This design comes from an exercise in tuning for small area, a short achievable clock period and few clock cycles per item on the open sky130 flow, not from production work.
Where RTL was checked, it was by simulation tests only, not by an equivalence proof against the original.

==> flow/design.v <==
`default_nettype none
package dpc_pkg;
	localparam int DEF_VALUE_BITS = 32;
	function automatic logic [39:0] bcd_mask(input int s);
		case (s)
			0: bcd_mask = 40'h0000000000;
			1: bcd_mask = 40'h0000000001;
			2: bcd_mask = 40'h0000000003;
			3: bcd_mask = 40'h0000000007;
			4: bcd_mask = 40'h000000001f;
			5: bcd_mask = 40'h000000003f;
			6: bcd_mask = 40'h000000007f;
			7: bcd_mask = 40'h00000001ff;
			8: bcd_mask = 40'h00000003ff;
			9: bcd_mask = 40'h00000007ff;
			10: bcd_mask = 40'h0000001fff;
			11: bcd_mask = 40'h0000003fff;
			12: bcd_mask = 40'h0000007fff;
			13: bcd_mask = 40'h000000ffff;
			14: bcd_mask = 40'h000001ffff;
			15: bcd_mask = 40'h000003ffff;
			16: bcd_mask = 40'h000007ffff;
			17: bcd_mask = 40'h00001fffff;
			18: bcd_mask = 40'h00003fffff;
			19: bcd_mask = 40'h00007fffff;
			20: bcd_mask = 40'h0001ffffff;
			21: bcd_mask = 40'h0003ffffff;
			22: bcd_mask = 40'h0007ffffff;
			23: bcd_mask = 40'h000fffffff;
			24: bcd_mask = 40'h001fffffff;
			25: bcd_mask = 40'h003fffffff;
			26: bcd_mask = 40'h007fffffff;
			27: bcd_mask = 40'h01ffffffff;
			28: bcd_mask = 40'h03ffffffff;
			29: bcd_mask = 40'h07ffffffff;
			30: bcd_mask = 40'h1fffffffff;
			31: bcd_mask = 40'h3fffffffff;
			default: bcd_mask = 40'hffffffffff;
		endcase
	endfunction
	function automatic logic [3:0] dd_adjust(input logic [3:0] d);
		dd_adjust[3] = d[3] | (d[2] & (d[1] | d[0]));
		dd_adjust[2] = d[3] ? d[0] : (d[2] & !d[1] & !d[0]);
		dd_adjust[1] = d[3] ? !d[0] : (d[2] ? (d[1] & d[0]) : d[1]);
		dd_adjust[0] = d[3] ? !d[0] : (d[2] ? (d[1] & !d[0]) : d[0]);
	endfunction
endpackage
`default_nettype wire
`default_nettype none
module dpc_dd_stage
#(
	parameter int S0 = 0,
	parameter int NB = 8
) (
	input  wire logic [39:0]   in_bcd,
	input  wire logic [NB-1:0] in_bits,
	output logic      [39:0]   out_bcd
);
	logic [39:0] b;
	always_comb begin
		b = in_bcd & dpc_pkg::bcd_mask(S0);
		for (int s = 0; s < NB; s++) begin
			for (int k = 0; k < 10; k++) begin
				b[k*4 +: 4] = dpc_pkg::dd_adjust(b[k*4 +: 4]);
			end
			b = {b[38:0], in_bits[NB-1-s]} & dpc_pkg::bcd_mask(S0 + s + 1);
		end
		out_bcd = b;
	end
endmodule
`default_nettype wire
`default_nettype none
module dpc_sym_check (
	input  wire logic [39:0] in_bcd,
	output logic             out_pal
);
	logic [9:0]  nz;
	logic [9:0]  hi_zero;
	logic [4:0]  peq [11];
	logic [10:0] eq;
	logic [9:0]  term;
	always_comb begin
		for (int i = 0; i < 10; i++) begin
			nz[i] = |in_bcd[i*4 +: 4];
		end
		for (int l = 0; l < 10; l++) begin
			hi_zero[l] = ((nz >> (l + 1)) == 10'd0);
		end
		for (int l = 0; l <= 10; l++) begin
			peq[l] = 5'h1f;
			for (int i = 0; i < l / 2; i++) begin
				peq[l][i] = (in_bcd[i*4 +: 4] == in_bcd[(l-1-i)*4 +: 4]);
			end
			eq[l] = &peq[l];
		end
		term[0] = hi_zero[0];
		for (int l = 2; l <= 10; l++) begin
			term[l-1] = nz[l-1] & hi_zero[l-1] & eq[l];
		end
		out_pal = |term;
	end
endmodule
`default_nettype wire
`default_nettype none
module decimal_palindrome_check_unit
#(
	parameter int VALUE_BITS = dpc_pkg::DEF_VALUE_BITS
) (
	input  wire logic                         clk,
	input  wire logic                         arst_n,
	input  wire logic                         in_valid,
	output logic                              in_ready,
	input  wire logic signed [VALUE_BITS-1:0] in_value,
	input  wire logic                         in_is_last,
	output logic                              out_valid,
	input  wire logic                         out_ready,
	output logic signed [VALUE_BITS-1:0]      out_value_echo,
	output logic                              out_is_palindrome,
	output logic                              out_last_out
);
	logic        adv;
	logic        valid_q1;
	logic        last_q1;
	logic [31:0] value_q1;
	logic [39:0] bcd_q1;
	logic [39:0] bcd_nx1;
	logic        valid_q2;
	logic        last_q2;
	logic [31:0] value_q2;
	logic [39:0] bcd_q2;
	logic [39:0] bcd_nx2;
	logic        valid_q3;
	logic        last_q3;
	logic [31:0] value_q3;
	logic [39:0] bcd_q3;
	logic [39:0] bcd_nx3;
	logic        valid_q4;
	logic        last_q4;
	logic [31:0] value_q4;
	logic [39:0] bcd_q4;
	logic [39:0] bcd_nx4;
	logic        valid_q5;
	logic        last_q5;
	logic [31:0] value_q5;
	logic        pal_q5;
	logic [39:0] bcd_fin;
	logic [39:0] bcd_mag;
	logic        pal;
	logic        pal_nx;
	logic        neg_end9;
	logic [3:0]  d0;
	logic [3:0]  d0_inc;
	assign adv      = !valid_q5 || out_ready;
	assign in_ready = adv;
	dpc_dd_stage #(.S0(0), .NB(6)) u_dd0 (
		.in_bcd  (40'd0),
		.in_bits (in_value[30:25] ^ {6{in_value[31]}}),
		.out_bcd (bcd_nx1)
	);
	dpc_dd_stage #(.S0(6), .NB(8)) u_dd1 (
		.in_bcd  (bcd_q1),
		.in_bits (value_q1[24:17] ^ {8{value_q1[31]}}),
		.out_bcd (bcd_nx2)
	);
	dpc_dd_stage #(.S0(14), .NB(8)) u_dd2 (
		.in_bcd  (bcd_q2),
		.in_bits (value_q2[16:9] ^ {8{value_q2[31]}}),
		.out_bcd (bcd_nx3)
	);
	dpc_dd_stage #(.S0(22), .NB(8)) u_dd3 (
		.in_bcd  (bcd_q3),
		.in_bits (value_q3[8:1] ^ {8{value_q3[31]}}),
		.out_bcd (bcd_nx4)
	);
	dpc_dd_stage #(.S0(30), .NB(1)) u_dd4 (
		.in_bcd  (bcd_q4),
		.in_bits (value_q4[0:0] ^ {1{value_q4[31]}}),
		.out_bcd (bcd_fin)
	);
	assign d0     = bcd_fin[3:0];
	assign d0_inc = {d0[3] | (d0[2] & d0[1] & d0[0]), d0[2] ^ (d0[1] & d0[0]), d0[1] ^ d0[0], !d0[0]};
	assign bcd_mag = {bcd_fin[39:4], value_q4[31] ? d0_inc : d0};
	assign neg_end9 = value_q4[31] && bcd_fin[3] && bcd_fin[0];
	dpc_sym_check u_sym (
		.in_bcd  (bcd_mag),
		.out_pal (pal)
	);
	assign pal_nx = pal && !neg_end9;
	always_ff @(posedge clk or negedge arst_n) begin
		if (!arst_n) begin
			valid_q1 <= 1'b0;
			valid_q2 <= 1'b0;
			valid_q3 <= 1'b0;
			valid_q4 <= 1'b0;
			valid_q5 <= 1'b0;
		end else if (adv) begin
			valid_q1 <= in_valid;
			valid_q2 <= valid_q1;
			valid_q3 <= valid_q2;
			valid_q4 <= valid_q3;
			valid_q5 <= valid_q4;
		end
	end
	always_ff @(posedge clk) begin
		if (adv && in_valid) begin
			last_q1  <= in_is_last;
			value_q1 <= in_value;
			bcd_q1   <= bcd_nx1;
		end
		if (adv && valid_q1) begin
			last_q2  <= last_q1;
			value_q2 <= value_q1;
			bcd_q2   <= bcd_nx2;
		end
		if (adv && valid_q2) begin
			last_q3  <= last_q2;
			value_q3 <= value_q2;
			bcd_q3   <= bcd_nx3;
		end
		if (adv && valid_q3) begin
			last_q4  <= last_q3;
			value_q4 <= value_q3;
			bcd_q4   <= bcd_nx4;
		end
		if (adv && valid_q4) begin
			last_q5  <= last_q4;
			value_q5 <= value_q4;
			pal_q5   <= pal_nx;
		end
	end
	assign out_valid         = valid_q5;
	assign out_last_out      = last_q5;
	assign out_value_echo    = value_q5;
	assign out_is_palindrome = pal_q5;
endmodule
`default_nettype wire
clock: 6.5 ns
lec_check: 0
abc_area: 1
cap_margin: 20
core_margin: 2
core_utilization: 40
setup_slack_margin: 3.0
slew_margin: 20
standard.sh (not shown) runs the stock make flow with config.mk's settings and CLKGATE_MAP_FILE= SYNTH_SCRIPT=/design/flow/synth_recipe.tcl, a recipe that flattens the netlist after the stock synthesis.
==> flow/flow/run.sh <==
#!/bin/bash
# The standard layout, with the port buffers made as sky130_fd_sc_hd__buf_1 cells (the flow's
# timing repair resizes them where needed) instead of the slow delay-buffer cell that
# buffer_ports picks by default. Every port still gets its buffer.
set -euo pipefail
export BUFFER_PORTS_ARGS="-buffer_cell sky130_fd_sc_hd__buf_1"
bash standard.sh > standard_flow.log 2>&1
The first run ran to the end with no violations.
Testbench counts at the start, summed over its fixed seeds: cycles 12,040, items 12,000.
Rerun with:
--- a/flow/design.v
+++ b/flow/design.v
@@ -149,20 +149,20 @@
 	logic        pal_nx;
 	logic        neg_end9;
 	logic [3:0]  d0;
 	logic [3:0]  d0_inc;
 	assign adv      = !valid_q5 || out_ready;
 	assign in_ready = adv;
-	dpc_dd_stage #(.S0(0), .NB(6)) u_dd0 (
+	dpc_dd_stage #(.S0(0), .NB(7)) u_dd0 (
 		.in_bcd  (40'd0),
-		.in_bits (in_value[30:25] ^ {6{in_value[31]}}),
+		.in_bits (in_value[30:24] ^ {7{in_value[31]}}),
 		.out_bcd (bcd_nx1)
 	);
-	dpc_dd_stage #(.S0(6), .NB(8)) u_dd1 (
+	dpc_dd_stage #(.S0(7), .NB(7)) u_dd1 (
 		.in_bcd  (bcd_q1),
-		.in_bits (value_q1[24:17] ^ {8{value_q1[31]}}),
+		.in_bits (value_q1[23:17] ^ {7{value_q1[31]}}),
 		.out_bcd (bcd_nx2)
 	);
 	dpc_dd_stage #(.S0(14), .NB(8)) u_dd2 (
 		.in_bcd  (bcd_q2),
 		.in_bits (value_q2[16:9] ^ {8{value_q2[31]}}),
 		.out_bcd (bcd_nx3)
@@ -190,18 +190,20 @@
 		if (!arst_n) begin
 			valid_q1 <= 1'b0;
 			valid_q2 <= 1'b0;
 			valid_q3 <= 1'b0;
 			valid_q4 <= 1'b0;
 			valid_q5 <= 1'b0;
-		end else if (adv) begin
-			valid_q1 <= in_valid;
-			valid_q2 <= valid_q1;
-			valid_q3 <= valid_q2;
-			valid_q4 <= valid_q3;
-			valid_q5 <= valid_q4;
+		end else begin
+			if (adv) begin
+				valid_q1 <= in_valid;
+				valid_q2 <= valid_q1;
+				valid_q3 <= valid_q2;
+				valid_q4 <= valid_q3;
+				valid_q5 <= valid_q4;
+			end
 		end
 	end
 	always_ff @(posedge clk) begin
 		if (adv && in_valid) begin
 			last_q1  <= in_is_last;
 			value_q1 <= in_value;
What happened:
- setup slack got worse by 0.0096 ns
- routed wire length is lower by 1.4%
- die area hardly moves
- synthesized area hardly moves
- clock skew stays flat
- utilization grows by 0.79 points
- final area stays flat
Function not checked in the second run of this note: the RTL went through the layout flow alone.

==> what the ideal ports hide <==
In the flow no input, the clock included, has a driving cell. The finished layouts below were timed again as built, in two steps. Step 1: set_driving_cell puts a clkbuf_16 on clk and a buf_2 on each other input, an assumption about the parent block. Step 2 adds t to the input delays and takes it off the output delays; t is the mean of the earliest and latest rising clock arrival at the registers after step 1. Input paths then give back, and output paths get back, about the clock's delay inside the block. Slacks: ideal ports / drivers / drivers and shift; pairs: ideal ports / drivers.
run	shift t [ns]	setup slack, ns	worst setup path after step 2
the first run	0.601	3.204 / 3.183 / 3.110	input to register
the second run	0.616	3.195 / 3.175 / 2.845	input to register
After both steps setup and hold are still met in every run listed. For the second run, which loses most, drivers alone change the setup slack by -0.020 ns; drivers and shift together by -0.350 ns.
